What follows belongs to an exercise in optimizing a design on an open flow for small area; a production flow would make more cautious choices.
In this exercise RTL edits were held to simulation tests only and were not proved equivalent to the original.

## flow/design.v (module list and top-level ports; edited modules follow where they fit)
// module conv3x3_stream: 7309 lines
// module conv3x3_fa: 10 lines
// module conv3x3_xnor2: 7 lines
// module conv3x3_or2: 7 lines
// module conv3x3_aoi222: 11 lines
// module conv3x3_dec: 11 lines
// module conv3x3_dect: 14 lines
// module conv3x3_mux2i: 8 lines
// module conv3x3_a21boi: 8 lines
// module conv3x3_add35n: 161 lines
module conv3x3_stream #(
    parameter  int N  = 16,
    parameter  int W  = 28,
    parameter  int H  = 28,
    localparam int OW = 2*N + 4
) (
    input  logic          iCLK,
    input  logic          iRST,
    input  logic          iValid,
    input  logic [N-1:0]  iData,
    input  logic [N-1:0]  iLine1,
    input  logic [N-1:0]  iLine2,
    input  logic          iWeightWe,
    input  logic [3:0]    iWeightAddr,
    input  logic [N-1:0]  iWeightData,
    output logic          oValid,
    output logic [OW-1:0] oData,
    output logic          oFrameDone,
    output logic          oErr
);
  // ...
==> flow/run.sh <==
#!/bin/bash
# synth_recipe.tcl (not shown) runs the flow's synth.tcl, then flattens the netlist and writes it again
# the make line also repeats each setting of config.mk as NAME=value (left out here)
make -C /OpenROAD-flow-scripts/flow DESIGN_CONFIG=/design/flow/config.mk WORK_HOME=/design/flow/orfs CLKGATE_MAP_FILE= SYNTH_SCRIPT=/design/flow/synth_recipe.tcl finish
==> flow/config.mk <==
export PLATFORM = sky130hd
export DESIGN_NAME = conv3x3_stream
export DESIGN_NICKNAME = conv3x3_stream
export VERILOG_FILES = /design/flow/design.v
export SDC_FILE = /design/flow/constraint.sdc
export NUM_CORES = 4
export LEC_CHECK = 0
export CAP_MARGIN = 10
export CELL_PAD_IN_SITES_DETAIL_PLACEMENT = 3
export CELL_PAD_IN_SITES_GLOBAL_PLACEMENT = 3
export CORE_MARGIN = 2
export CORE_UTILIZATION = 30
export GPL_TIMING_DRIVEN = 0
export PLACE_DENSITY = 0.35
export SLEW_MARGIN = 10
export SYNTH_HIERARCHICAL = 1
==> flow/constraint.sdc <==
create_clock -name core_clock -period 7.0 [get_ports {iCLK}]
set_input_delay 1.4000 -clock core_clock [delete_from_list [all_inputs] [get_ports {iCLK}]]
set_output_delay 1.4000 -clock core_clock [all_outputs]
set_load 0.01 [all_outputs]
==> results.ini, run 1 <==
[min_path]
min_to = last2
hold_depth = 1
hold_path.class = reg2reg

[worst_setup_path]
cpLargestDelayFamily = adder cells
critPathCaptureType = register
critical_path_peak_fanout = 18
cp_common_cell = fa_1
arrival_ns = 7.41

[synth]
syn-instance-count = 4180
yosysWarnings = 8
yosys.area_share.simple = 0.04728
ys_types = 55

[cts]
clkTransAtPathRegs_ns = 0.06
cts_made_buffers = 59

[sta]
worst_slack_ns = 0.1939
post-route-period-util = 0.9723

[detailed_routing]
drc_errors = 0
routed_wl_mm = 322.3
num_vias = 47663
dr_wl_met2_mm = 155.0

[outcome]
status = finished clean

[final_layout]
seq_share = 0.1582
layout_common_cells = fa_1 (1259), a222oi_1 (1152), inv_1 (497), dfxtp_1 (282)
fill_cells = 20075
multi_input_area_share = 0.6922
nets = 5861

[global_route]
use_met2 = 0.5658
grt_antenna_before_repair = 24
use_met3 = 0.06193
grt_pass1_wl_mm = 446.6

[place]
io_buffers = 110
placed_area_um2 = 61080
dp.cells = 6854

==> module conv3x3_dect, before the edit <==
module conv3x3_dect (
    input  logic sg,
    input  logic m1,
    input  logic m2,
    output logic op,
    output logic tp,
    output logic on,
    output logic tn
);
    assign op = ~sg & m1;
    assign tp = ~sg & m2;
    assign on = sg & m1;
    assign tn = sg & m2;
endmodule
==> inputs of run 2 (changes only) <==
--- a/flow/design.v
+++ b/flow/design.v
@@ -4510,47 +4510,47 @@
     conv3x3_aoi222 up170 (d1_43, w0[12], d2_44, w0[11], dn_45, ~w0[12], p170);
     conv3x3_aoi222 up171 (d1_43, w0[13], d2_44, w0[12], dn_45, ~w0[13], p171);
     conv3x3_aoi222 up172 (d1_43, w0[14], d2_44, w0[13], dn_45, ~w0[14], p172);
     conv3x3_aoi222 up173 (d1_43, w0[15], d2_44, w0[14], dn_45, ~w0[15], p173);
     conv3x3_aoi222 um175 (d1_43, w0[15], d2_44, w0[15], dn_45, ~w0[15], m175);
     assign p174 = ~m175;
     conv3x3_mux2i up176 (tn1_48, tp1_46, w0[0], p176);
     conv3x3_aoi222 um178 (tp1_46, w0[1], tp2_47, w0[0], tn1_48, ~w0[1], m178);
-    conv3x3_a21boi up177 (tn2_49, w0[0], m178, p177);
+    conv3x3_o21a up177 (tn2_49, w0[0], m178, p177);
     conv3x3_aoi222 um180 (tp1_46, w0[2], tp2_47, w0[1], tn1_48, ~w0[2], m180);
-    conv3x3_a21boi up179 (tn2_49, w0[1], m180, p179);
+    conv3x3_o21a up179 (tn2_49, w0[1], m180, p179);
     conv3x3_aoi222 um182 (tp1_46, w0[3], tp2_47, w0[2], tn1_48, ~w0[3], m182);
-    conv3x3_a21boi up181 (tn2_49, w0[2], m182, p181);
+    conv3x3_o21a up181 (tn2_49, w0[2], m182, p181);
     conv3x3_aoi222 um184 (tp1_46, w0[4], tp2_47, w0[3], tn1_48, ~w0[4], m184);
-    conv3x3_a21boi up183 (tn2_49, w0[3], m184, p183);
+    conv3x3_o21a up183 (tn2_49, w0[3], m184, p183);
     conv3x3_aoi222 um186 (tp1_46, w0[5], tp2_47, w0[4], tn1_48, ~w0[5], m186);
-    conv3x3_a21boi up185 (tn2_49, w0[4], m186, p185);
+    conv3x3_o21a up185 (tn2_49, w0[4], m186, p185);
     conv3x3_aoi222 um188 (tp1_46, w0[6], tp2_47, w0[5], tn1_48, ~w0[6], m188);
-    conv3x3_a21boi up187 (tn2_49, w0[5], m188, p187);
+    conv3x3_o21a up187 (tn2_49, w0[5], m188, p187);
     conv3x3_aoi222 um190 (tp1_46, w0[7], tp2_47, w0[6], tn1_48, ~w0[7], m190);
-    conv3x3_a21boi up189 (tn2_49, w0[6], m190, p189);
+    conv3x3_o21a up189 (tn2_49, w0[6], m190, p189);
     conv3x3_aoi222 um192 (tp1_46, w0[8], tp2_47, w0[7], tn1_48, ~w0[8], m192);
-    conv3x3_a21boi up191 (tn2_49, w0[7], m192, p191);
+    conv3x3_o21a up191 (tn2_49, w0[7], m192, p191);
     conv3x3_aoi222 um194 (tp1_46, w0[9], tp2_47, w0[8], tn1_48, ~w0[9], m194);
-    conv3x3_a21boi up193 (tn2_49, w0[8], m194, p193);
+    conv3x3_o21a up193 (tn2_49, w0[8], m194, p193);
     conv3x3_aoi222 um196 (tp1_46, w0[10], tp2_47, w0[9], tn1_48, ~w0[10], m196);
-    conv3x3_a21boi up195 (tn2_49, w0[9], m196, p195);
+    conv3x3_o21a up195 (tn2_49, w0[9], m196, p195);
     conv3x3_aoi222 um198 (tp1_46, w0[11], tp2_47, w0[10], tn1_48, ~w0[11], m198);
-    conv3x3_a21boi up197 (tn2_49, w0[10], m198, p197);
+    conv3x3_o21a up197 (tn2_49, w0[10], m198, p197);
     conv3x3_aoi222 um200 (tp1_46, w0[12], tp2_47, w0[11], tn1_48, ~w0[12], m200);
-    conv3x3_a21boi up199 (tn2_49, w0[11], m200, p199);
+    conv3x3_o21a up199 (tn2_49, w0[11], m200, p199);
     conv3x3_aoi222 um202 (tp1_46, w0[13], tp2_47, w0[12], tn1_48, ~w0[13], m202);
-    conv3x3_a21boi up201 (tn2_49, w0[12], m202, p201);
+    conv3x3_o21a up201 (tn2_49, w0[12], m202, p201);
     conv3x3_aoi222 um204 (tp1_46, w0[14], tp2_47, w0[13], tn1_48, ~w0[14], m204);
-    conv3x3_a21boi up203 (tn2_49, w0[13], m204, p203);
+    conv3x3_o21a up203 (tn2_49, w0[13], m204, p203);
     conv3x3_aoi222 um206 (tp1_46, w0[15], tp2_47, w0[14], tn1_48, ~w0[15], m206);
-    conv3x3_a21boi up205 (tn2_49, w0[14], m206, p205);
+    conv3x3_o21a up205 (tn2_49, w0[14], m206, p205);
     conv3x3_aoi222 um208 (tp1_46, w0[15], tp2_47, w0[15], tn1_48, ~w0[15], m208);
-    conv3x3_a21boi um209 (tn2_49, w0[15], m208, m209);
+    conv3x3_o21a um209 (tn2_49, w0[15], m208, m209);
     assign p207 = ~m209;
     conv3x3_dec ud1_210 (x1[1], x1[0], d1_210, d2_211, dn_212);
     conv3x3_dec ud1_213 (x1[3], x1[2], d1_213, d2_214, dn_215);
     conv3x3_dec ud1_216 (x1[5], x1[4], d1_216, d2_217, dn_218);
     conv3x3_dec ud1_219 (x1[7], x1[6], d1_219, d2_220, dn_221);
     conv3x3_dec ud1_222 (x1[9], x1[8], d1_222, d2_223, dn_224);
     conv3x3_dec ud1_225 (x1[11], x1[10], d1_225, d2_226, dn_227);
     conv3x3_dec ud1_228 (x1[13], x1[12], d1_228, d2_229, dn_230);
@@ -4678,47 +4678,47 @@
     conv3x3_aoi222 up355 (d1_228, w3[12], d2_229, w3[11], dn_230, ~w3[12], p355);
     conv3x3_aoi222 up356 (d1_228, w3[13], d2_229, w3[12], dn_230, ~w3[13], p356);
     conv3x3_aoi222 up357 (d1_228, w3[14], d2_229, w3[13], dn_230, ~w3[14], p357);
     conv3x3_aoi222 up358 (d1_228, w3[15], d2_229, w3[14], dn_230, ~w3[15], p358);
     conv3x3_aoi222 um360 (d1_228, w3[15], d2_229, w3[15], dn_230, ~w3[15], m360);
     assign p359 = ~m360;
     conv3x3_mux2i up361 (tn1_233, tp1_231, w3[0], p361);
     conv3x3_aoi222 um363 (tp1_231, w3[1], tp2_232, w3[0], tn1_233, ~w3[1], m363);
-    conv3x3_a21boi up362 (tn2_234, w3[0], m363, p362);
+    conv3x3_o21a up362 (tn2_234, w3[0], m363, p362);
     conv3x3_aoi222 um365 (tp1_231, w3[2], tp2_232, w3[1], tn1_233, ~w3[2], m365);
-    conv3x3_a21boi up364 (tn2_234, w3[1], m365, p364);
+    conv3x3_o21a up364 (tn2_234, w3[1], m365, p364);
     conv3x3_aoi222 um367 (tp1_231, w3[3], tp2_232, w3[2], tn1_233, ~w3[3], m367);
-    conv3x3_a21boi up366 (tn2_234, w3[2], m367, p366);
+    conv3x3_o21a up366 (tn2_234, w3[2], m367, p366);
     conv3x3_aoi222 um369 (tp1_231, w3[4], tp2_232, w3[3], tn1_233, ~w3[4], m369);
-    conv3x3_a21boi up368 (tn2_234, w3[3], m369, p368);
+    conv3x3_o21a up368 (tn2_234, w3[3], m369, p368);
     conv3x3_aoi222 um371 (tp1_231, w3[5], tp2_232, w3[4], tn1_233, ~w3[5], m371);
-    conv3x3_a21boi up370 (tn2_234, w3[4], m371, p370);
+    conv3x3_o21a up370 (tn2_234, w3[4], m371, p370);
     conv3x3_aoi222 um373 (tp1_231, w3[6], tp2_232, w3[5], tn1_233, ~w3[6], m373);
-    conv3x3_a21boi up372 (tn2_234, w3[5], m373, p372);
+    conv3x3_o21a up372 (tn2_234, w3[5], m373, p372);
     conv3x3_aoi222 um375 (tp1_231, w3[7], tp2_232, w3[6], tn1_233, ~w3[7], m375);
-    conv3x3_a21boi up374 (tn2_234, w3[6], m375, p374);
+    conv3x3_o21a up374 (tn2_234, w3[6], m375, p374);
     conv3x3_aoi222 um377 (tp1_231, w3[8], tp2_232, w3[7], tn1_233, ~w3[8], m377);
-    conv3x3_a21boi up376 (tn2_234, w3[7], m377, p376);
+    conv3x3_o21a up376 (tn2_234, w3[7], m377, p376);
     conv3x3_aoi222 um379 (tp1_231, w3[9], tp2_232, w3[8], tn1_233, ~w3[9], m379);
-    conv3x3_a21boi up378 (tn2_234, w3[8], m379, p378);
+    conv3x3_o21a up378 (tn2_234, w3[8], m379, p378);
     conv3x3_aoi222 um381 (tp1_231, w3[10], tp2_232, w3[9], tn1_233, ~w3[10], m381);
-    conv3x3_a21boi up380 (tn2_234, w3[9], m381, p380);
+    conv3x3_o21a up380 (tn2_234, w3[9], m381, p380);
     conv3x3_aoi222 um383 (tp1_231, w3[11], tp2_232, w3[10], tn1_233, ~w3[11], m383);
-    conv3x3_a21boi up382 (tn2_234, w3[10], m383, p382);
+    conv3x3_o21a up382 (tn2_234, w3[10], m383, p382);
     conv3x3_aoi222 um385 (tp1_231, w3[12], tp2_232, w3[11], tn1_233, ~w3[12], m385);
-    conv3x3_a21boi up384 (tn2_234, w3[11], m385, p384);
+    conv3x3_o21a up384 (tn2_234, w3[11], m385, p384);
     conv3x3_aoi222 um387 (tp1_231, w3[13], tp2_232, w3[12], tn1_233, ~w3[13], m387);
-    conv3x3_a21boi up386 (tn2_234, w3[12], m387, p386);
+    conv3x3_o21a up386 (tn2_234, w3[12], m387, p386);
     conv3x3_aoi222 um389 (tp1_231, w3[14], tp2_232, w3[13], tn1_233, ~w3[14], m389);
-    conv3x3_a21boi up388 (tn2_234, w3[13], m389, p388);
+    conv3x3_o21a up388 (tn2_234, w3[13], m389, p388);
     conv3x3_aoi222 um391 (tp1_231, w3[15], tp2_232, w3[14], tn1_233, ~w3[15], m391);
-    conv3x3_a21boi up390 (tn2_234, w3[14], m391, p390);
+    conv3x3_o21a up390 (tn2_234, w3[14], m391, p390);
     conv3x3_aoi222 um393 (tp1_231, w3[15], tp2_232, w3[15], tn1_233, ~w3[15], m393);
-    conv3x3_a21boi um394 (tn2_234, w3[15], m393, m394);
+    conv3x3_o21a um394 (tn2_234, w3[15], m393, m394);
     assign p392 = ~m394;
     conv3x3_dec ud1_395 (x2[1], x2[0], d1_395, d2_396, dn_397);
     conv3x3_dec ud1_398 (x2[3], x2[2], d1_398, d2_399, dn_400);
     conv3x3_dec ud1_401 (x2[5], x2[4], d1_401, d2_402, dn_403);
     conv3x3_dec ud1_404 (x2[7], x2[6], d1_404, d2_405, dn_406);
     conv3x3_dec ud1_407 (x2[9], x2[8], d1_407, d2_408, dn_409);
     conv3x3_dec ud1_410 (x2[11], x2[10], d1_410, d2_411, dn_412);
     conv3x3_dec ud1_413 (x2[13], x2[12], d1_413, d2_414, dn_415);
@@ -4846,57 +4846,57 @@
     conv3x3_aoi222 up540 (d1_413, w6[12], d2_414, w6[11], dn_415, ~w6[12], p540);
     conv3x3_aoi222 up541 (d1_413, w6[13], d2_414, w6[12], dn_415, ~w6[13], p541);
     conv3x3_aoi222 up542 (d1_413, w6[14], d2_414, w6[13], dn_415, ~w6[14], p542);
     conv3x3_aoi222 up543 (d1_413, w6[15], d2_414, w6[14], dn_415, ~w6[15], p543);
     conv3x3_aoi222 um545 (d1_413, w6[15], d2_414, w6[15], dn_415, ~w6[15], m545);
     assign p544 = ~m545;
     conv3x3_mux2i up546 (tn1_418, tp1_416, w6[0], p546);
     conv3x3_aoi222 um548 (tp1_416, w6[1], tp2_417, w6[0], tn1_418, ~w6[1], m548);
-    conv3x3_a21boi up547 (tn2_419, w6[0], m548, p547);
+    conv3x3_o21a up547 (tn2_419, w6[0], m548, p547);
     conv3x3_aoi222 um550 (tp1_416, w6[2], tp2_417, w6[1], tn1_418, ~w6[2], m550);
-    conv3x3_a21boi up549 (tn2_419, w6[1], m550, p549);
+    conv3x3_o21a up549 (tn2_419, w6[1], m550, p549);
     conv3x3_aoi222 um552 (tp1_416, w6[3], tp2_417, w6[2], tn1_418, ~w6[3], m552);
-    conv3x3_a21boi up551 (tn2_419, w6[2], m552, p551);
+    conv3x3_o21a up551 (tn2_419, w6[2], m552, p551);
     conv3x3_aoi222 um554 (tp1_416, w6[4], tp2_417, w6[3], tn1_418, ~w6[4], m554);
-    conv3x3_a21boi up553 (tn2_419, w6[3], m554, p553);
+    conv3x3_o21a up553 (tn2_419, w6[3], m554, p553);
     conv3x3_aoi222 um556 (tp1_416, w6[5], tp2_417, w6[4], tn1_418, ~w6[5], m556);
-    conv3x3_a21boi up555 (tn2_419, w6[4], m556, p555);
+    conv3x3_o21a up555 (tn2_419, w6[4], m556, p555);
     conv3x3_aoi222 um558 (tp1_416, w6[6], tp2_417, w6[5], tn1_418, ~w6[6], m558);
-    conv3x3_a21boi up557 (tn2_419, w6[5], m558, p557);
+    conv3x3_o21a up557 (tn2_419, w6[5], m558, p557);
     conv3x3_aoi222 um560 (tp1_416, w6[7], tp2_417, w6[6], tn1_418, ~w6[7], m560);
-    conv3x3_a21boi up559 (tn2_419, w6[6], m560, p559);
+    conv3x3_o21a up559 (tn2_419, w6[6], m560, p559);
     conv3x3_aoi222 um562 (tp1_416, w6[8], tp2_417, w6[7], tn1_418, ~w6[8], m562);
-    conv3x3_a21boi up561 (tn2_419, w6[7], m562, p561);
+    conv3x3_o21a up561 (tn2_419, w6[7], m562, p561);
     conv3x3_aoi222 um564 (tp1_416, w6[9], tp2_417, w6[8], tn1_418, ~w6[9], m564);
-    conv3x3_a21boi up563 (tn2_419, w6[8], m564, p563);
+    conv3x3_o21a up563 (tn2_419, w6[8], m564, p563);
     conv3x3_aoi222 um566 (tp1_416, w6[10], tp2_417, w6[9], tn1_418, ~w6[10], m566);
-    conv3x3_a21boi up565 (tn2_419, w6[9], m566, p565);
+    conv3x3_o21a up565 (tn2_419, w6[9], m566, p565);
     conv3x3_aoi222 um568 (tp1_416, w6[11], tp2_417, w6[10], tn1_418, ~w6[11], m568);
-    conv3x3_a21boi up567 (tn2_419, w6[10], m568, p567);
+    conv3x3_o21a up567 (tn2_419, w6[10], m568, p567);
     conv3x3_aoi222 um570 (tp1_416, w6[12], tp2_417, w6[11], tn1_418, ~w6[12], m570);
-    conv3x3_a21boi up569 (tn2_419, w6[11], m570, p569);
+    conv3x3_o21a up569 (tn2_419, w6[11], m570, p569);
     conv3x3_aoi222 um572 (tp1_416, w6[13], tp2_417, w6[12], tn1_418, ~w6[13], m572);
-    conv3x3_a21boi up571 (tn2_419, w6[12], m572, p571);
+    conv3x3_o21a up571 (tn2_419, w6[12], m572, p571);
     conv3x3_aoi222 um574 (tp1_416, w6[14], tp2_417, w6[13], tn1_418, ~w6[14], m574);
-    conv3x3_a21boi up573 (tn2_419, w6[13], m574, p573);
+    conv3x3_o21a up573 (tn2_419, w6[13], m574, p573);
     conv3x3_aoi222 um576 (tp1_416, w6[15], tp2_417, w6[14], tn1_418, ~w6[15], m576);
-    conv3x3_a21boi up575 (tn2_419, w6[14], m576, p575);
+    conv3x3_o21a up575 (tn2_419, w6[14], m576, p575);
     conv3x3_aoi222 um578 (tp1_416, w6[15], tp2_417, w6[15], tn1_418, ~w6[15], m578);
-    conv3x3_a21boi um579 (tn2_419, w6[15], m578, m579);
+    conv3x3_o21a um579 (tn2_419, w6[15], m578, m579);
     assign p577 = ~m579;
     conv3x3_fa ucs580 (~dn_27, ~dn_212, ~dn_397, cs580, cc581);
     conv3x3_fa ucs582 (~dn_30, ~dn_215, ~dn_400, cs582, cc583);
     conv3x3_fa ucs584 (~dn_33, ~dn_218, ~dn_403, cs584, cc585);
     conv3x3_fa ucs586 (~dn_36, ~dn_221, ~dn_406, cs586, cc587);
     conv3x3_fa ucs588 (~dn_39, ~dn_224, ~dn_409, cs588, cc589);
     conv3x3_fa ucs590 (~dn_42, ~dn_227, ~dn_412, cs590, cc591);
     conv3x3_fa ucs592 (~dn_45, ~dn_230, ~dn_415, cs592, cc593);
     conv3x3_fa ucs594 (~tn1_48, ~tn1_233, ~tn1_418, cs594, cc595);
-    conv3x3_fa ucs596 (~tn2_49, ~tn2_234, ~tn2_419, cs596, cc597);
+    conv3x3_fa ucs596 (tn2_49, tn2_234, tn2_419, cs596, cc597);
     conv3x3_dec ud1_598 (x0[1], x0[0], d1_598, d2_599, dn_600);
     conv3x3_dec ud1_601 (x0[3], x0[2], d1_601, d2_602, dn_603);
     conv3x3_dec ud1_604 (x0[5], x0[4], d1_604, d2_605, dn_606);
     conv3x3_dec ud1_607 (x0[7], x0[6], d1_607, d2_608, dn_609);
     conv3x3_dec ud1_610 (x0[9], x0[8], d1_610, d2_611, dn_612);
     conv3x3_dec ud1_613 (x0[11], x0[10], d1_613, d2_614, dn_615);
     conv3x3_dec ud1_616 (x0[13], x0[12], d1_616, d2_617, dn_618);
     conv3x3_dect utp1_619 (x0[16], x0[14], x0[15], tp1_619, tp2_620, tn1_621, tn2_622);
@@ -5023,47 +5023,47 @@
     conv3x3_aoi222 up743 (d1_616, w1[12], d2_617, w1[11], dn_618, ~w1[12], p743);
     conv3x3_aoi222 up744 (d1_616, w1[13], d2_617, w1[12], dn_618, ~w1[13], p744);
     conv3x3_aoi222 up745 (d1_616, w1[14], d2_617, w1[13], dn_618, ~w1[14], p745);
     conv3x3_aoi222 up746 (d1_616, w1[15], d2_617, w1[14], dn_618, ~w1[15], p746);
     conv3x3_aoi222 um748 (d1_616, w1[15], d2_617, w1[15], dn_618, ~w1[15], m748);
     assign p747 = ~m748;
     conv3x3_mux2i up749 (tn1_621, tp1_619, w1[0], p749);
     conv3x3_aoi222 um751 (tp1_619, w1[1], tp2_620, w1[0], tn1_621, ~w1[1], m751);
-    conv3x3_a21boi up750 (tn2_622, w1[0], m751, p750);
+    conv3x3_o21a up750 (tn2_622, w1[0], m751, p750);
     conv3x3_aoi222 um753 (tp1_619, w1[2], tp2_620, w1[1], tn1_621, ~w1[2], m753);
-    conv3x3_a21boi up752 (tn2_622, w1[1], m753, p752);
+    conv3x3_o21a up752 (tn2_622, w1[1], m753, p752);
     conv3x3_aoi222 um755 (tp1_619, w1[3], tp2_620, w1[2], tn1_621, ~w1[3], m755);
-    conv3x3_a21boi up754 (tn2_622, w1[2], m755, p754);
+    conv3x3_o21a up754 (tn2_622, w1[2], m755, p754);
     conv3x3_aoi222 um757 (tp1_619, w1[4], tp2_620, w1[3], tn1_621, ~w1[4], m757);
-    conv3x3_a21boi up756 (tn2_622, w1[3], m757, p756);
+    conv3x3_o21a up756 (tn2_622, w1[3], m757, p756);
     conv3x3_aoi222 um759 (tp1_619, w1[5], tp2_620, w1[4], tn1_621, ~w1[5], m759);
-    conv3x3_a21boi up758 (tn2_622, w1[4], m759, p758);
+    conv3x3_o21a up758 (tn2_622, w1[4], m759, p758);
     conv3x3_aoi222 um761 (tp1_619, w1[6], tp2_620, w1[5], tn1_621, ~w1[6], m761);
-    conv3x3_a21boi up760 (tn2_622, w1[5], m761, p760);
+    conv3x3_o21a up760 (tn2_622, w1[5], m761, p760);
     conv3x3_aoi222 um763 (tp1_619, w1[7], tp2_620, w1[6], tn1_621, ~w1[7], m763);
-    conv3x3_a21boi up762 (tn2_622, w1[6], m763, p762);
+    conv3x3_o21a up762 (tn2_622, w1[6], m763, p762);
     conv3x3_aoi222 um765 (tp1_619, w1[8], tp2_620, w1[7], tn1_621, ~w1[8], m765);
-    conv3x3_a21boi up764 (tn2_622, w1[7], m765, p764);
+    conv3x3_o21a up764 (tn2_622, w1[7], m765, p764);
     conv3x3_aoi222 um767 (tp1_619, w1[9], tp2_620, w1[8], tn1_621, ~w1[9], m767);
-    conv3x3_a21boi up766 (tn2_622, w1[8], m767, p766);
+    conv3x3_o21a up766 (tn2_622, w1[8], m767, p766);
     conv3x3_aoi222 um769 (tp1_619, w1[10], tp2_620, w1[9], tn1_621, ~w1[10], m769);
-    conv3x3_a21boi up768 (tn2_622, w1[9], m769, p768);
+    conv3x3_o21a up768 (tn2_622, w1[9], m769, p768);
     conv3x3_aoi222 um771 (tp1_619, w1[11], tp2_620, w1[10], tn1_621, ~w1[11], m771);
-    conv3x3_a21boi up770 (tn2_622, w1[10], m771, p770);
+    conv3x3_o21a up770 (tn2_622, w1[10], m771, p770);
     conv3x3_aoi222 um773 (tp1_619, w1[12], tp2_620, w1[11], tn1_621, ~w1[12], m773);
-    conv3x3_a21boi up772 (tn2_622, w1[11], m773, p772);
+    conv3x3_o21a up772 (tn2_622, w1[11], m773, p772);
     conv3x3_aoi222 um775 (tp1_619, w1[13], tp2_620, w1[12], tn1_621, ~w1[13], m775);
-    conv3x3_a21boi up774 (tn2_622, w1[12], m775, p774);
+    conv3x3_o21a up774 (tn2_622, w1[12], m775, p774);
     conv3x3_aoi222 um777 (tp1_619, w1[14], tp2_620, w1[13], tn1_621, ~w1[14], m777);
-    conv3x3_a21boi up776 (tn2_622, w1[13], m777, p776);
+    conv3x3_o21a up776 (tn2_622, w1[13], m777, p776);
     conv3x3_aoi222 um779 (tp1_619, w1[15], tp2_620, w1[14], tn1_621, ~w1[15], m779);
-    conv3x3_a21boi up778 (tn2_622, w1[14], m779, p778);
+    conv3x3_o21a up778 (tn2_622, w1[14], m779, p778);
     conv3x3_aoi222 um781 (tp1_619, w1[15], tp2_620, w1[15], tn1_621, ~w1[15], m781);
-    conv3x3_a21boi um782 (tn2_622, w1[15], m781, m782);
+    conv3x3_o21a um782 (tn2_622, w1[15], m781, m782);
     assign p780 = ~m782;
     conv3x3_dec ud1_783 (x1[1], x1[0], d1_783, d2_784, dn_785);
     conv3x3_dec ud1_786 (x1[3], x1[2], d1_786, d2_787, dn_788);
     conv3x3_dec ud1_789 (x1[5], x1[4], d1_789, d2_790, dn_791);
     conv3x3_dec ud1_792 (x1[7], x1[6], d1_792, d2_793, dn_794);
     conv3x3_dec ud1_795 (x1[9], x1[8], d1_795, d2_796, dn_797);
     conv3x3_dec ud1_798 (x1[11], x1[10], d1_798, d2_799, dn_800);
     conv3x3_dec ud1_801 (x1[13], x1[12], d1_801, d2_802, dn_803);
@@ -5191,47 +5191,47 @@
     conv3x3_aoi222 up928 (d1_801, w4[12], d2_802, w4[11], dn_803, ~w4[12], p928);
     conv3x3_aoi222 up929 (d1_801, w4[13], d2_802, w4[12], dn_803, ~w4[13], p929);
     conv3x3_aoi222 up930 (d1_801, w4[14], d2_802, w4[13], dn_803, ~w4[14], p930);
     conv3x3_aoi222 up931 (d1_801, w4[15], d2_802, w4[14], dn_803, ~w4[15], p931);
     conv3x3_aoi222 um933 (d1_801, w4[15], d2_802, w4[15], dn_803, ~w4[15], m933);
     assign p932 = ~m933;
     conv3x3_mux2i up934 (tn1_806, tp1_804, w4[0], p934);
     conv3x3_aoi222 um936 (tp1_804, w4[1], tp2_805, w4[0], tn1_806, ~w4[1], m936);
-    conv3x3_a21boi up935 (tn2_807, w4[0], m936, p935);
+    conv3x3_o21a up935 (tn2_807, w4[0], m936, p935);
     conv3x3_aoi222 um938 (tp1_804, w4[2], tp2_805, w4[1], tn1_806, ~w4[2], m938);
-    conv3x3_a21boi up937 (tn2_807, w4[1], m938, p937);
+    conv3x3_o21a up937 (tn2_807, w4[1], m938, p937);
     conv3x3_aoi222 um940 (tp1_804, w4[3], tp2_805, w4[2], tn1_806, ~w4[3], m940);
-    conv3x3_a21boi up939 (tn2_807, w4[2], m940, p939);
+    conv3x3_o21a up939 (tn2_807, w4[2], m940, p939);
     conv3x3_aoi222 um942 (tp1_804, w4[4], tp2_805, w4[3], tn1_806, ~w4[4], m942);
-    conv3x3_a21boi up941 (tn2_807, w4[3], m942, p941);
+    conv3x3_o21a up941 (tn2_807, w4[3], m942, p941);
     conv3x3_aoi222 um944 (tp1_804, w4[5], tp2_805, w4[4], tn1_806, ~w4[5], m944);
-    conv3x3_a21boi up943 (tn2_807, w4[4], m944, p943);
+    conv3x3_o21a up943 (tn2_807, w4[4], m944, p943);
     conv3x3_aoi222 um946 (tp1_804, w4[6], tp2_805, w4[5], tn1_806, ~w4[6], m946);
-    conv3x3_a21boi up945 (tn2_807, w4[5], m946, p945);
+    conv3x3_o21a up945 (tn2_807, w4[5], m946, p945);
     conv3x3_aoi222 um948 (tp1_804, w4[7], tp2_805, w4[6], tn1_806, ~w4[7], m948);
-    conv3x3_a21boi up947 (tn2_807, w4[6], m948, p947);
+    conv3x3_o21a up947 (tn2_807, w4[6], m948, p947);
     conv3x3_aoi222 um950 (tp1_804, w4[8], tp2_805, w4[7], tn1_806, ~w4[8], m950);
-    conv3x3_a21boi up949 (tn2_807, w4[7], m950, p949);
+    conv3x3_o21a up949 (tn2_807, w4[7], m950, p949);
     conv3x3_aoi222 um952 (tp1_804, w4[9], tp2_805, w4[8], tn1_806, ~w4[9], m952);
-    conv3x3_a21boi up951 (tn2_807, w4[8], m952, p951);
+    conv3x3_o21a up951 (tn2_807, w4[8], m952, p951);
     conv3x3_aoi222 um954 (tp1_804, w4[10], tp2_805, w4[9], tn1_806, ~w4[10], m954);
-    conv3x3_a21boi up953 (tn2_807, w4[9], m954, p953);
+    conv3x3_o21a up953 (tn2_807, w4[9], m954, p953);
     conv3x3_aoi222 um956 (tp1_804, w4[11], tp2_805, w4[10], tn1_806, ~w4[11], m956);
-    conv3x3_a21boi up955 (tn2_807, w4[10], m956, p955);
+    conv3x3_o21a up955 (tn2_807, w4[10], m956, p955);
     conv3x3_aoi222 um958 (tp1_804, w4[12], tp2_805, w4[11], tn1_806, ~w4[12], m958);
-    conv3x3_a21boi up957 (tn2_807, w4[11], m958, p957);
+    conv3x3_o21a up957 (tn2_807, w4[11], m958, p957);
     conv3x3_aoi222 um960 (tp1_804, w4[13], tp2_805, w4[12], tn1_806, ~w4[13], m960);
-    conv3x3_a21boi up959 (tn2_807, w4[12], m960, p959);
+    conv3x3_o21a up959 (tn2_807, w4[12], m960, p959);
     conv3x3_aoi222 um962 (tp1_804, w4[14], tp2_805, w4[13], tn1_806, ~w4[14], m962);
-    conv3x3_a21boi up961 (tn2_807, w4[13], m962, p961);
+    conv3x3_o21a up961 (tn2_807, w4[13], m962, p961);
     conv3x3_aoi222 um964 (tp1_804, w4[15], tp2_805, w4[14], tn1_806, ~w4[15], m964);
-    conv3x3_a21boi up963 (tn2_807, w4[14], m964, p963);
+    conv3x3_o21a up963 (tn2_807, w4[14], m964, p963);
     conv3x3_aoi222 um966 (tp1_804, w4[15], tp2_805, w4[15], tn1_806, ~w4[15], m966);
-    conv3x3_a21boi um967 (tn2_807, w4[15], m966, m967);
+    conv3x3_o21a um967 (tn2_807, w4[15], m966, m967);
     assign p965 = ~m967;
     conv3x3_dec ud1_968 (x2[1], x2[0], d1_968, d2_969, dn_970);
     conv3x3_dec ud1_971 (x2[3], x2[2], d1_971, d2_972, dn_973);
     conv3x3_dec ud1_974 (x2[5], x2[4], d1_974, d2_975, dn_976);
     conv3x3_dec ud1_977 (x2[7], x2[6], d1_977, d2_978, dn_979);
     conv3x3_dec ud1_980 (x2[9], x2[8], d1_980, d2_981, dn_982);
     conv3x3_dec ud1_983 (x2[11], x2[10], d1_983, d2_984, dn_985);
     conv3x3_dec ud1_986 (x2[13], x2[12], d1_986, d2_987, dn_988);
@@ -5359,47 +5359,47 @@
     conv3x3_aoi222 up1113 (d1_986, w7[12], d2_987, w7[11], dn_988, ~w7[12], p1113);
     conv3x3_aoi222 up1114 (d1_986, w7[13], d2_987, w7[12], dn_988, ~w7[13], p1114);
     conv3x3_aoi222 up1115 (d1_986, w7[14], d2_987, w7[13], dn_988, ~w7[14], p1115);
     conv3x3_aoi222 up1116 (d1_986, w7[15], d2_987, w7[14], dn_988, ~w7[15], p1116);
     conv3x3_aoi222 um1118 (d1_986, w7[15], d2_987, w7[15], dn_988, ~w7[15], m1118);
     assign p1117 = ~m1118;
     conv3x3_mux2i up1119 (tn1_991, tp1_989, w7[0], p1119);
     conv3x3_aoi222 um1121 (tp1_989, w7[1], tp2_990, w7[0], tn1_991, ~w7[1], m1121);
-    conv3x3_a21boi up1120 (tn2_992, w7[0], m1121, p1120);
+    conv3x3_o21a up1120 (tn2_992, w7[0], m1121, p1120);
     conv3x3_aoi222 um1123 (tp1_989, w7[2], tp2_990, w7[1], tn1_991, ~w7[2], m1123);
-    conv3x3_a21boi up1122 (tn2_992, w7[1], m1123, p1122);
+    conv3x3_o21a up1122 (tn2_992, w7[1], m1123, p1122);
     conv3x3_aoi222 um1125 (tp1_989, w7[3], tp2_990, w7[2], tn1_991, ~w7[3], m1125);
-    conv3x3_a21boi up1124 (tn2_992, w7[2], m1125, p1124);
+    conv3x3_o21a up1124 (tn2_992, w7[2], m1125, p1124);
     conv3x3_aoi222 um1127 (tp1_989, w7[4], tp2_990, w7[3], tn1_991, ~w7[4], m1127);
-    conv3x3_a21boi up1126 (tn2_992, w7[3], m1127, p1126);
+    conv3x3_o21a up1126 (tn2_992, w7[3], m1127, p1126);
     conv3x3_aoi222 um1129 (tp1_989, w7[5], tp2_990, w7[4], tn1_991, ~w7[5], m1129);
-    conv3x3_a21boi up1128 (tn2_992, w7[4], m1129, p1128);
+    conv3x3_o21a up1128 (tn2_992, w7[4], m1129, p1128);
     conv3x3_aoi222 um1131 (tp1_989, w7[6], tp2_990, w7[5], tn1_991, ~w7[6], m1131);
-    conv3x3_a21boi up1130 (tn2_992, w7[5], m1131, p1130);
+    conv3x3_o21a up1130 (tn2_992, w7[5], m1131, p1130);
     conv3x3_aoi222 um1133 (tp1_989, w7[7], tp2_990, w7[6], tn1_991, ~w7[7], m1133);
-    conv3x3_a21boi up1132 (tn2_992, w7[6], m1133, p1132);
+    conv3x3_o21a up1132 (tn2_992, w7[6], m1133, p1132);
     conv3x3_aoi222 um1135 (tp1_989, w7[8], tp2_990, w7[7], tn1_991, ~w7[8], m1135);
-    conv3x3_a21boi up1134 (tn2_992, w7[7], m1135, p1134);
+    conv3x3_o21a up1134 (tn2_992, w7[7], m1135, p1134);
     conv3x3_aoi222 um1137 (tp1_989, w7[9], tp2_990, w7[8], tn1_991, ~w7[9], m1137);
-    conv3x3_a21boi up1136 (tn2_992, w7[8], m1137, p1136);
+    conv3x3_o21a up1136 (tn2_992, w7[8], m1137, p1136);
     conv3x3_aoi222 um1139 (tp1_989, w7[10], tp2_990, w7[9], tn1_991, ~w7[10], m1139);
-    conv3x3_a21boi up1138 (tn2_992, w7[9], m1139, p1138);
+    conv3x3_o21a up1138 (tn2_992, w7[9], m1139, p1138);
     conv3x3_aoi222 um1141 (tp1_989, w7[11], tp2_990, w7[10], tn1_991, ~w7[11], m1141);
-    conv3x3_a21boi up1140 (tn2_992, w7[10], m1141, p1140);
+    conv3x3_o21a up1140 (tn2_992, w7[10], m1141, p1140);
     conv3x3_aoi222 um1143 (tp1_989, w7[12], tp2_990, w7[11], tn1_991, ~w7[12], m1143);
-    conv3x3_a21boi up1142 (tn2_992, w7[11], m1143, p1142);
+    conv3x3_o21a up1142 (tn2_992, w7[11], m1143, p1142);
     conv3x3_aoi222 um1145 (tp1_989, w7[13], tp2_990, w7[12], tn1_991, ~w7[13], m1145);
-    conv3x3_a21boi up1144 (tn2_992, w7[12], m1145, p1144);
+    conv3x3_o21a up1144 (tn2_992, w7[12], m1145, p1144);
     conv3x3_aoi222 um1147 (tp1_989, w7[14], tp2_990, w7[13], tn1_991, ~w7[14], m1147);
-    conv3x3_a21boi up1146 (tn2_992, w7[13], m1147, p1146);
+    conv3x3_o21a up1146 (tn2_992, w7[13], m1147, p1146);
     conv3x3_aoi222 um1149 (tp1_989, w7[15], tp2_990, w7[14], tn1_991, ~w7[15], m1149);
-    conv3x3_a21boi up1148 (tn2_992, w7[14], m1149, p1148);
+    conv3x3_o21a up1148 (tn2_992, w7[14], m1149, p1148);
     conv3x3_aoi222 um1151 (tp1_989, w7[15], tp2_990, w7[15], tn1_991, ~w7[15], m1151);
-    conv3x3_a21boi um1152 (tn2_992, w7[15], m1151, m1152);
+    conv3x3_o21a um1152 (tn2_992, w7[15], m1151, m1152);
     assign p1150 = ~m1152;
     conv3x3_dec ud1_1153 (x0[1], x0[0], d1_1153, d2_1154, dn_1155);
     conv3x3_dec ud1_1156 (x0[3], x0[2], d1_1156, d2_1157, dn_1158);
     conv3x3_dec ud1_1159 (x0[5], x0[4], d1_1159, d2_1160, dn_1161);
     conv3x3_dec ud1_1162 (x0[7], x0[6], d1_1162, d2_1163, dn_1164);
     conv3x3_dec ud1_1165 (x0[9], x0[8], d1_1165, d2_1166, dn_1167);
     conv3x3_dec ud1_1168 (x0[11], x0[10], d1_1168, d2_1169, dn_1170);
     conv3x3_dec ud1_1171 (x0[13], x0[12], d1_1171, d2_1172, dn_1173);
@@ -5527,47 +5527,47 @@
     conv3x3_aoi222 up1298 (d1_1171, w2[12], d2_1172, w2[11], dn_1173, ~w2[12], p1298);
     conv3x3_aoi222 up1299 (d1_1171, w2[13], d2_1172, w2[12], dn_1173, ~w2[13], p1299);
     conv3x3_aoi222 up1300 (d1_1171, w2[14], d2_1172, w2[13], dn_1173, ~w2[14], p1300);
     conv3x3_aoi222 up1301 (d1_1171, w2[15], d2_1172, w2[14], dn_1173, ~w2[15], p1301);
     conv3x3_aoi222 um1303 (d1_1171, w2[15], d2_1172, w2[15], dn_1173, ~w2[15], m1303);
     assign p1302 = ~m1303;
     conv3x3_mux2i up1304 (tn1_1176, tp1_1174, w2[0], p1304);
     conv3x3_aoi222 um1306 (tp1_1174, w2[1], tp2_1175, w2[0], tn1_1176, ~w2[1], m1306);
-    conv3x3_a21boi up1305 (tn2_1177, w2[0], m1306, p1305);
+    conv3x3_o21a up1305 (tn2_1177, w2[0], m1306, p1305);
     conv3x3_aoi222 um1308 (tp1_1174, w2[2], tp2_1175, w2[1], tn1_1176, ~w2[2], m1308);
-    conv3x3_a21boi up1307 (tn2_1177, w2[1], m1308, p1307);
+    conv3x3_o21a up1307 (tn2_1177, w2[1], m1308, p1307);
     conv3x3_aoi222 um1310 (tp1_1174, w2[3], tp2_1175, w2[2], tn1_1176, ~w2[3], m1310);
-    conv3x3_a21boi up1309 (tn2_1177, w2[2], m1310, p1309);
+    conv3x3_o21a up1309 (tn2_1177, w2[2], m1310, p1309);
     conv3x3_aoi222 um1312 (tp1_1174, w2[4], tp2_1175, w2[3], tn1_1176, ~w2[4], m1312);
-    conv3x3_a21boi up1311 (tn2_1177, w2[3], m1312, p1311);
+    conv3x3_o21a up1311 (tn2_1177, w2[3], m1312, p1311);
     conv3x3_aoi222 um1314 (tp1_1174, w2[5], tp2_1175, w2[4], tn1_1176, ~w2[5], m1314);
-    conv3x3_a21boi up1313 (tn2_1177, w2[4], m1314, p1313);
+    conv3x3_o21a up1313 (tn2_1177, w2[4], m1314, p1313);
     conv3x3_aoi222 um1316 (tp1_1174, w2[6], tp2_1175, w2[5], tn1_1176, ~w2[6], m1316);
-    conv3x3_a21boi up1315 (tn2_1177, w2[5], m1316, p1315);
+    conv3x3_o21a up1315 (tn2_1177, w2[5], m1316, p1315);
     conv3x3_aoi222 um1318 (tp1_1174, w2[7], tp2_1175, w2[6], tn1_1176, ~w2[7], m1318);
-    conv3x3_a21boi up1317 (tn2_1177, w2[6], m1318, p1317);
+    conv3x3_o21a up1317 (tn2_1177, w2[6], m1318, p1317);
     conv3x3_aoi222 um1320 (tp1_1174, w2[8], tp2_1175, w2[7], tn1_1176, ~w2[8], m1320);
-    conv3x3_a21boi up1319 (tn2_1177, w2[7], m1320, p1319);
+    conv3x3_o21a up1319 (tn2_1177, w2[7], m1320, p1319);
     conv3x3_aoi222 um1322 (tp1_1174, w2[9], tp2_1175, w2[8], tn1_1176, ~w2[9], m1322);
-    conv3x3_a21boi up1321 (tn2_1177, w2[8], m1322, p1321);
+    conv3x3_o21a up1321 (tn2_1177, w2[8], m1322, p1321);
     conv3x3_aoi222 um1324 (tp1_1174, w2[10], tp2_1175, w2[9], tn1_1176, ~w2[10], m1324);
-    conv3x3_a21boi up1323 (tn2_1177, w2[9], m1324, p1323);
+    conv3x3_o21a up1323 (tn2_1177, w2[9], m1324, p1323);
     conv3x3_aoi222 um1326 (tp1_1174, w2[11], tp2_1175, w2[10], tn1_1176, ~w2[11], m1326);
-    conv3x3_a21boi up1325 (tn2_1177, w2[10], m1326, p1325);
+    conv3x3_o21a up1325 (tn2_1177, w2[10], m1326, p1325);
     conv3x3_aoi222 um1328 (tp1_1174, w2[12], tp2_1175, w2[11], tn1_1176, ~w2[12], m1328);
-    conv3x3_a21boi up1327 (tn2_1177, w2[11], m1328, p1327);
+    conv3x3_o21a up1327 (tn2_1177, w2[11], m1328, p1327);
     conv3x3_aoi222 um1330 (tp1_1174, w2[13], tp2_1175, w2[12], tn1_1176, ~w2[13], m1330);
-    conv3x3_a21boi up1329 (tn2_1177, w2[12], m1330, p1329);
+    conv3x3_o21a up1329 (tn2_1177, w2[12], m1330, p1329);
     conv3x3_aoi222 um1332 (tp1_1174, w2[14], tp2_1175, w2[13], tn1_1176, ~w2[14], m1332);
-    conv3x3_a21boi up1331 (tn2_1177, w2[13], m1332, p1331);
+    conv3x3_o21a up1331 (tn2_1177, w2[13], m1332, p1331);
     conv3x3_aoi222 um1334 (tp1_1174, w2[15], tp2_1175, w2[14], tn1_1176, ~w2[15], m1334);
-    conv3x3_a21boi up1333 (tn2_1177, w2[14], m1334, p1333);
+    conv3x3_o21a up1333 (tn2_1177, w2[14], m1334, p1333);
     conv3x3_aoi222 um1336 (tp1_1174, w2[15], tp2_1175, w2[15], tn1_1176, ~w2[15], m1336);
-    conv3x3_a21boi um1337 (tn2_1177, w2[15], m1336, m1337);
+    conv3x3_o21a um1337 (tn2_1177, w2[15], m1336, m1337);
     assign p1335 = ~m1337;
     conv3x3_dec ud1_1338 (x1[1], x1[0], d1_1338, d2_1339, dn_1340);
     conv3x3_dec ud1_1341 (x1[3], x1[2], d1_1341, d2_1342, dn_1343);
     conv3x3_dec ud1_1344 (x1[5], x1[4], d1_1344, d2_1345, dn_1346);
     conv3x3_dec ud1_1347 (x1[7], x1[6], d1_1347, d2_1348, dn_1349);
     conv3x3_dec ud1_1350 (x1[9], x1[8], d1_1350, d2_1351, dn_1352);
     conv3x3_dec ud1_1353 (x1[11], x1[10], d1_1353, d2_1354, dn_1355);
     conv3x3_dec ud1_1356 (x1[13], x1[12], d1_1356, d2_1357, dn_1358);
@@ -5695,47 +5695,47 @@
     conv3x3_aoi222 up1483 (d1_1356, w5[12], d2_1357, w5[11], dn_1358, ~w5[12], p1483);
     conv3x3_aoi222 up1484 (d1_1356, w5[13], d2_1357, w5[12], dn_1358, ~w5[13], p1484);
     conv3x3_aoi222 up1485 (d1_1356, w5[14], d2_1357, w5[13], dn_1358, ~w5[14], p1485);
     conv3x3_aoi222 up1486 (d1_1356, w5[15], d2_1357, w5[14], dn_1358, ~w5[15], p1486);
     conv3x3_aoi222 um1488 (d1_1356, w5[15], d2_1357, w5[15], dn_1358, ~w5[15], m1488);
     assign p1487 = ~m1488;
     conv3x3_mux2i up1489 (tn1_1361, tp1_1359, w5[0], p1489);
     conv3x3_aoi222 um1491 (tp1_1359, w5[1], tp2_1360, w5[0], tn1_1361, ~w5[1], m1491);
-    conv3x3_a21boi up1490 (tn2_1362, w5[0], m1491, p1490);
+    conv3x3_o21a up1490 (tn2_1362, w5[0], m1491, p1490);
     conv3x3_aoi222 um1493 (tp1_1359, w5[2], tp2_1360, w5[1], tn1_1361, ~w5[2], m1493);
-    conv3x3_a21boi up1492 (tn2_1362, w5[1], m1493, p1492);
+    conv3x3_o21a up1492 (tn2_1362, w5[1], m1493, p1492);
     conv3x3_aoi222 um1495 (tp1_1359, w5[3], tp2_1360, w5[2], tn1_1361, ~w5[3], m1495);
-    conv3x3_a21boi up1494 (tn2_1362, w5[2], m1495, p1494);
+    conv3x3_o21a up1494 (tn2_1362, w5[2], m1495, p1494);
     conv3x3_aoi222 um1497 (tp1_1359, w5[4], tp2_1360, w5[3], tn1_1361, ~w5[4], m1497);
-    conv3x3_a21boi up1496 (tn2_1362, w5[3], m1497, p1496);
+    conv3x3_o21a up1496 (tn2_1362, w5[3], m1497, p1496);
     conv3x3_aoi222 um1499 (tp1_1359, w5[5], tp2_1360, w5[4], tn1_1361, ~w5[5], m1499);
-    conv3x3_a21boi up1498 (tn2_1362, w5[4], m1499, p1498);
+    conv3x3_o21a up1498 (tn2_1362, w5[4], m1499, p1498);
     conv3x3_aoi222 um1501 (tp1_1359, w5[6], tp2_1360, w5[5], tn1_1361, ~w5[6], m1501);
-    conv3x3_a21boi up1500 (tn2_1362, w5[5], m1501, p1500);
+    conv3x3_o21a up1500 (tn2_1362, w5[5], m1501, p1500);
     conv3x3_aoi222 um1503 (tp1_1359, w5[7], tp2_1360, w5[6], tn1_1361, ~w5[7], m1503);
-    conv3x3_a21boi up1502 (tn2_1362, w5[6], m1503, p1502);
+    conv3x3_o21a up1502 (tn2_1362, w5[6], m1503, p1502);
     conv3x3_aoi222 um1505 (tp1_1359, w5[8], tp2_1360, w5[7], tn1_1361, ~w5[8], m1505);
-    conv3x3_a21boi up1504 (tn2_1362, w5[7], m1505, p1504);
+    conv3x3_o21a up1504 (tn2_1362, w5[7], m1505, p1504);
     conv3x3_aoi222 um1507 (tp1_1359, w5[9], tp2_1360, w5[8], tn1_1361, ~w5[9], m1507);
-    conv3x3_a21boi up1506 (tn2_1362, w5[8], m1507, p1506);
+    conv3x3_o21a up1506 (tn2_1362, w5[8], m1507, p1506);
     conv3x3_aoi222 um1509 (tp1_1359, w5[10], tp2_1360, w5[9], tn1_1361, ~w5[10], m1509);
-    conv3x3_a21boi up1508 (tn2_1362, w5[9], m1509, p1508);
+    conv3x3_o21a up1508 (tn2_1362, w5[9], m1509, p1508);
     conv3x3_aoi222 um1511 (tp1_1359, w5[11], tp2_1360, w5[10], tn1_1361, ~w5[11], m1511);
-    conv3x3_a21boi up1510 (tn2_1362, w5[10], m1511, p1510);
+    conv3x3_o21a up1510 (tn2_1362, w5[10], m1511, p1510);
     conv3x3_aoi222 um1513 (tp1_1359, w5[12], tp2_1360, w5[11], tn1_1361, ~w5[12], m1513);
-    conv3x3_a21boi up1512 (tn2_1362, w5[11], m1513, p1512);
+    conv3x3_o21a up1512 (tn2_1362, w5[11], m1513, p1512);
     conv3x3_aoi222 um1515 (tp1_1359, w5[13], tp2_1360, w5[12], tn1_1361, ~w5[13], m1515);
-    conv3x3_a21boi up1514 (tn2_1362, w5[12], m1515, p1514);
+    conv3x3_o21a up1514 (tn2_1362, w5[12], m1515, p1514);
     conv3x3_aoi222 um1517 (tp1_1359, w5[14], tp2_1360, w5[13], tn1_1361, ~w5[14], m1517);
-    conv3x3_a21boi up1516 (tn2_1362, w5[13], m1517, p1516);
+    conv3x3_o21a up1516 (tn2_1362, w5[13], m1517, p1516);
     conv3x3_aoi222 um1519 (tp1_1359, w5[15], tp2_1360, w5[14], tn1_1361, ~w5[15], m1519);
-    conv3x3_a21boi up1518 (tn2_1362, w5[14], m1519, p1518);
+    conv3x3_o21a up1518 (tn2_1362, w5[14], m1519, p1518);
     conv3x3_aoi222 um1521 (tp1_1359, w5[15], tp2_1360, w5[15], tn1_1361, ~w5[15], m1521);
-    conv3x3_a21boi um1522 (tn2_1362, w5[15], m1521, m1522);
+    conv3x3_o21a um1522 (tn2_1362, w5[15], m1521, m1522);
     assign p1520 = ~m1522;
     conv3x3_dec ud1_1523 (x2[1], x2[0], d1_1523, d2_1524, dn_1525);
     conv3x3_dec ud1_1526 (x2[3], x2[2], d1_1526, d2_1527, dn_1528);
     conv3x3_dec ud1_1529 (x2[5], x2[4], d1_1529, d2_1530, dn_1531);
     conv3x3_dec ud1_1532 (x2[7], x2[6], d1_1532, d2_1533, dn_1534);
     conv3x3_dec ud1_1535 (x2[9], x2[8], d1_1535, d2_1536, dn_1537);
     conv3x3_dec ud1_1538 (x2[11], x2[10], d1_1538, d2_1539, dn_1540);
     conv3x3_dec ud1_1541 (x2[13], x2[12], d1_1541, d2_1542, dn_1543);
@@ -5863,47 +5863,47 @@
     conv3x3_aoi222 up1668 (d1_1541, w8[12], d2_1542, w8[11], dn_1543, ~w8[12], p1668);
     conv3x3_aoi222 up1669 (d1_1541, w8[13], d2_1542, w8[12], dn_1543, ~w8[13], p1669);
     conv3x3_aoi222 up1670 (d1_1541, w8[14], d2_1542, w8[13], dn_1543, ~w8[14], p1670);
     conv3x3_aoi222 up1671 (d1_1541, w8[15], d2_1542, w8[14], dn_1543, ~w8[15], p1671);
     conv3x3_aoi222 um1673 (d1_1541, w8[15], d2_1542, w8[15], dn_1543, ~w8[15], m1673);
     assign p1672 = ~m1673;
     conv3x3_mux2i up1674 (tn1_1546, tp1_1544, w8[0], p1674);
     conv3x3_aoi222 um1676 (tp1_1544, w8[1], tp2_1545, w8[0], tn1_1546, ~w8[1], m1676);
-    conv3x3_a21boi up1675 (tn2_1547, w8[0], m1676, p1675);
+    conv3x3_o21a up1675 (tn2_1547, w8[0], m1676, p1675);
     conv3x3_aoi222 um1678 (tp1_1544, w8[2], tp2_1545, w8[1], tn1_1546, ~w8[2], m1678);
-    conv3x3_a21boi up1677 (tn2_1547, w8[1], m1678, p1677);
+    conv3x3_o21a up1677 (tn2_1547, w8[1], m1678, p1677);
     conv3x3_aoi222 um1680 (tp1_1544, w8[3], tp2_1545, w8[2], tn1_1546, ~w8[3], m1680);
-    conv3x3_a21boi up1679 (tn2_1547, w8[2], m1680, p1679);
+    conv3x3_o21a up1679 (tn2_1547, w8[2], m1680, p1679);
     conv3x3_aoi222 um1682 (tp1_1544, w8[4], tp2_1545, w8[3], tn1_1546, ~w8[4], m1682);
-    conv3x3_a21boi up1681 (tn2_1547, w8[3], m1682, p1681);
+    conv3x3_o21a up1681 (tn2_1547, w8[3], m1682, p1681);
     conv3x3_aoi222 um1684 (tp1_1544, w8[5], tp2_1545, w8[4], tn1_1546, ~w8[5], m1684);
-    conv3x3_a21boi up1683 (tn2_1547, w8[4], m1684, p1683);
+    conv3x3_o21a up1683 (tn2_1547, w8[4], m1684, p1683);
     conv3x3_aoi222 um1686 (tp1_1544, w8[6], tp2_1545, w8[5], tn1_1546, ~w8[6], m1686);
-    conv3x3_a21boi up1685 (tn2_1547, w8[5], m1686, p1685);
+    conv3x3_o21a up1685 (tn2_1547, w8[5], m1686, p1685);
     conv3x3_aoi222 um1688 (tp1_1544, w8[7], tp2_1545, w8[6], tn1_1546, ~w8[7], m1688);
-    conv3x3_a21boi up1687 (tn2_1547, w8[6], m1688, p1687);
+    conv3x3_o21a up1687 (tn2_1547, w8[6], m1688, p1687);
     conv3x3_aoi222 um1690 (tp1_1544, w8[8], tp2_1545, w8[7], tn1_1546, ~w8[8], m1690);
-    conv3x3_a21boi up1689 (tn2_1547, w8[7], m1690, p1689);
+    conv3x3_o21a up1689 (tn2_1547, w8[7], m1690, p1689);
     conv3x3_aoi222 um1692 (tp1_1544, w8[9], tp2_1545, w8[8], tn1_1546, ~w8[9], m1692);
-    conv3x3_a21boi up1691 (tn2_1547, w8[8], m1692, p1691);
+    conv3x3_o21a up1691 (tn2_1547, w8[8], m1692, p1691);
     conv3x3_aoi222 um1694 (tp1_1544, w8[10], tp2_1545, w8[9], tn1_1546, ~w8[10], m1694);
-    conv3x3_a21boi up1693 (tn2_1547, w8[9], m1694, p1693);
+    conv3x3_o21a up1693 (tn2_1547, w8[9], m1694, p1693);
     conv3x3_aoi222 um1696 (tp1_1544, w8[11], tp2_1545, w8[10], tn1_1546, ~w8[11], m1696);
-    conv3x3_a21boi up1695 (tn2_1547, w8[10], m1696, p1695);
+    conv3x3_o21a up1695 (tn2_1547, w8[10], m1696, p1695);
     conv3x3_aoi222 um1698 (tp1_1544, w8[12], tp2_1545, w8[11], tn1_1546, ~w8[12], m1698);
-    conv3x3_a21boi up1697 (tn2_1547, w8[11], m1698, p1697);
+    conv3x3_o21a up1697 (tn2_1547, w8[11], m1698, p1697);
     conv3x3_aoi222 um1700 (tp1_1544, w8[13], tp2_1545, w8[12], tn1_1546, ~w8[13], m1700);
-    conv3x3_a21boi up1699 (tn2_1547, w8[12], m1700, p1699);
+    conv3x3_o21a up1699 (tn2_1547, w8[12], m1700, p1699);
     conv3x3_aoi222 um1702 (tp1_1544, w8[14], tp2_1545, w8[13], tn1_1546, ~w8[14], m1702);
-    conv3x3_a21boi up1701 (tn2_1547, w8[13], m1702, p1701);
+    conv3x3_o21a up1701 (tn2_1547, w8[13], m1702, p1701);
     conv3x3_aoi222 um1704 (tp1_1544, w8[15], tp2_1545, w8[14], tn1_1546, ~w8[15], m1704);
-    conv3x3_a21boi up1703 (tn2_1547, w8[14], m1704, p1703);
+    conv3x3_o21a up1703 (tn2_1547, w8[14], m1704, p1703);
     conv3x3_aoi222 um1706 (tp1_1544, w8[15], tp2_1545, w8[15], tn1_1546, ~w8[15], m1706);
-    conv3x3_a21boi um1707 (tn2_1547, w8[15], m1706, m1707);
+    conv3x3_o21a um1707 (tn2_1547, w8[15], m1706, m1707);
     assign p1705 = ~m1707;
     conv3x3_fa us1708 (p50, p235, p420, s1708, c1709);
     conv3x3_fa us1710 (p51, p236, p421, s1710, c1711);
     conv3x3_fa us1712 (cc581, c1709, s1710, s1712, c1713);
     conv3x3_fa us1714 (p52, p68, p237, s1714, c1715);
     conv3x3_fa us1716 (p253, p422, p438, s1716, c1717);
     conv3x3_fa us1718 (cs582, c1711, s1714, s1718, c1719);
     conv3x3_fa us1720 (s1716, c1713, s1718, s1720, c1721);
@@ -7360,33 +7360,33 @@
     output logic op,
     output logic tp,
     output logic on,
     output logic tn
 );
     assign op = ~sg & m1;
     assign tp = ~sg & m2;
     assign on = sg & m1;
-    assign tn = sg & m2;
+    assign tn = ~(sg & m2);
 endmodule
 module conv3x3_mux2i (
     input  logic a,
     input  logic b,
     input  logic s,
     output logic y
 );
     assign y = ~(s ? b : a);
 endmodule
-module conv3x3_a21boi (
+module conv3x3_o21a (
     input  logic a,
     input  logic b,
     input  logic c,
     output logic y
 );
-    assign y = ~((a & ~b) | ~c);
+    assign y = (a | b) & c;
 endmodule
 module conv3x3_add35n (input logic [34:0] a, input logic [34:0] b, output logic [34:0] s);
     wire [34:0] p = a ^ b;
     wire [34:0] g = ~(a | b);
     wire G1 = g[1] | (p[1] & g[0]);
     wire P1 = p[1] & p[0];
     wire G2 = g[3] | (p[3] & g[2]);
     wire P2 = p[3] & p[2];
==> run 2 against run 1 <==
Against the previous run:
- still clean on timing, DRC and antenna
- sequential cell count did not move
- cell area down 1.3%
- critical path depth fell by 1
- fmax down 0.86%
- global-route usage is 0.17 points lower
- area after synthesis decreased by 1.0%
- utilization about the same
- routed wire length fell by 1.3%
- clock skew is 0.021 ns higher
- worst hold slack got worse by 0.011 ns
- worst setup slack worse by 0.059 ns
- critical path type unchanged
- critical endpoint is now pbs[19]
==> results.ini, run 2 <==
[outcome]
status = finished clean

[sta]
min_period_ns = 6.865
setup_violations = 0
worst_slack_ns = 0.1347  ; -0.05921 ns
worst_slew_pin_slew_ns = 1.406
hold_viol = 0
fmax_mhz = 145.7
rsz0062_at_grt = false
max_slew_margin = 0.06160
holdWs_ns = 0.4282
fin_skew_ns = 0.07364
post-route-period-util = 0.9808  ; +0.008458
drv_slew = 0

[detailed_routing]
ant_nets = 0
drc_errors = 0  ; unchanged
num_vias = 47284  ; -0.80%
routedWlPerCell_um = 47.22
vias_per_cell = 7.022
drt_iter0_markers = 11501
routed_wl_mm = 318.0  ; -1.3%
first_pass_iters = 13

[final_layout]
layout-drive-gt1-share = 0.09651
final_common_cell = fa_1
regMostFlops = wgt
layout_common_cells = fa_1 (1259), a222oi_1 (1152), inv_1 (350), dfxtp_1 (284), o21a_1 (145)
nets = 5712  ; -2.5%
final_util = 0.3453
largest_register_ff_count = 144
area_growth_syn_to_layout_pct = 14.24
final_area_um2 = 62470

[synth]
synth_seq_cells = 428
synth_area_leaders = fa_1 (46%), a222oi_1 (21%), dfxtp_1 (10%)
synth_largest_area_cell = fa_1
dominantRegCellSynth = dfxtp_1
synth_most_common_cell = fa_1
netlist.area_leader.share = 0.4609
synth_edf_count = 144
async_flop_share = 0
synth_common_cells = fa_1 (1259), a222oi_1 (1152), inv_1 (350)
syn-mean-instance-area_um2 = 13.56
syn-instance-count = 4033  ; -3.5%
ys_types = 54  ; -1.8%
yosysWarnings = 8  ; unchanged
synth_area_um2 = 54680
seq_area_frac_synth = 0.1830

[cts]
cts-root-buf = clkbuf_16
clk_latency_ns = 0.76
cts_tree = done
post_cts_resized = 0
h-tree-depth = 2
hold_buffers = 0
clkTransAtPathRegs_ns = 0.06  ; about the same
post_cts_buffers = 0
clock_sinks = 428
cts_made_buffers = 58  ; -1.7%
clk_path_buf_depth = 3

[floorplan]
start_util = 0.3022
die_height_um = 430.9
die_w_um = 430.9
fp.dieArea_um2 = 185700
coreArea_um2 = 180900
rows = 156
io_pins = 111

[run]
cap_viol_max_count = 0

[global_route]
grt_pass1_wl_mm = 441.4  ; -1.2%
grt_antenna_before_repair = 18  ; -25%
grt_overflow = 0
grt_max_degree = 27
grt_pass1_vias = 51976
grt_usage = 0.3395

[min_path]
hold_path.class = reg2reg

[worst_setup_path]
startpoint_type = register
critical_path_peak_fanout = 17  ; -1
arrival_ns = 7.45  ; +0.04 ns
critPathKind = reg2reg
required_ns = 7.58
critPathCaptureType = register

[place]
gp_congestion = 0.9299
hpwl_mm = 252.6
io_buffers = 110  ; unchanged
placed_area_um2 = 60430  ; -1.1%
dp_slack_ns = 0.2257

[run 2: changes by cell type after synthesis, sizes merged]
cell    before  now
a21boi     144    0
and2        86   77
inv        497  350
nand2       30   39
o21a         1  145
[run 2: final cells by class]
type,instances,area (um^2)
clock inverter,39,415.4
antenna,12,30.03
multi-input combinational,3275,43810
timing repair buffer,185,2317
fill,19644,118500
inverter,350,1314
sequential,428,10010
tap,2370,2965
buffer,4,18.77
clock buffer,71,1593
[run 2: layer usage]
metal	vias to the layer above	GRT usage	routed length (um)
met4	6	0.1710	17760
met3	519	0.06576	29410
met5	-	0	51
li1	17523	-	-
met1	26179	0.4217	117000
met2	3057	0.5623	153800
[run 2: Yosys stat by module (local to each module, per instance), a selection]
module	cells	area, um^2	copies in the design	flip-flops and latches
conv3x3_o21a	1	7.507	144	0
conv3x3_xnor2	1	8.758	44	0
conv3x3_fa	1	20.02	1242	0
conv3x3_mux2i	1	10.01	72	0
conv3x3_add35n	215	1639	1	0
conv3x3_stream	895	12560	1	428
conv3x3_or2	1	6.256	44	0
conv3x3_dec	3	22.52	63	0
[run 2: worst max-delay path, cell delays in order, from the launching register on]
cell and delay [ns]:
dfxtp_1 1.14, nand2_1 0.93, fa_1 1.24, fa_1 0.59, fa_1 0.48, fa_1 0.47
fa_1 0.47, fa_1 0.54, fa_1 0.55, or2_1 0.28
[run 2: kinds of logic (layout without fill, tap and decap cells)]
logic type / Yosys count / after routing / synth area share
AOI/OAI and AO/OA: 1358 / 1358 / 0.2386
adders and majority gates: 1338 / 1338 / 0.4790
DFF: 428 / 428 / 0.1830
and+or+nand+nor: 392 / 392 / 0.04736
buffers and inverters: 354 / 649 / 0.02437
xor gates and xnor gates: 88 / 88 / 0.01409
muxes: 73 / 73 / 0.01336
other: 2 / 38 / 0.0001373
[run 2: path summary, 6_finish.rpt]
path	from	endpoint	slack (ns)	depth (start not counted)
max	x0[16]	pbs[19]	0.13	9
min	v2	oValid	0.43	1
max reg2reg	x0[16]	pbs[19]	0.13	9
min reg2reg	v2	oValid	0.43	1
[run 2: stage by stage]
| step | cells | TNS, ns |
|---|---|---|
| finish | 6734 | 0 |
| global route | 6723 | 0 |
| CTS | 6722 | 0 |
| detailed placement | 6612 | 0 |
| global placement | 6537 | -6.623 |
| floorplan | 4057 | 0 |

port drivers added, routing unchanged:
In the flow no input, the clock included, has a driving cell. The finished layouts below were timed again as built, in two steps. Step 1 sets driving cells, clkbuf_16 on the clock port and buf_2 on the other inputs (assumed; they add their load-dependent delay and slew). Step 2 also shifts input and output timing later by t, the mid clock arrival at the registers, as if the neighbouring blocks saw the same clock. Slacks: ideal ports / drivers / drivers and shift; pairs: ideal ports / drivers.
run	t (ns)	slack for setup (ns)	hold WS [ns]	worst data-port slew with drivers (ns)	cell pins on the clock port's net
run 1	0.832	0.194 / 0.194 / 0.194	0.440 / 0.440 / 0.440	0.12	1
run 2	0.821	0.135 / 0.135 / 0.135	0.428 / 0.428 / 0.428	0.08	1
After both steps every run listed still meets setup and hold.
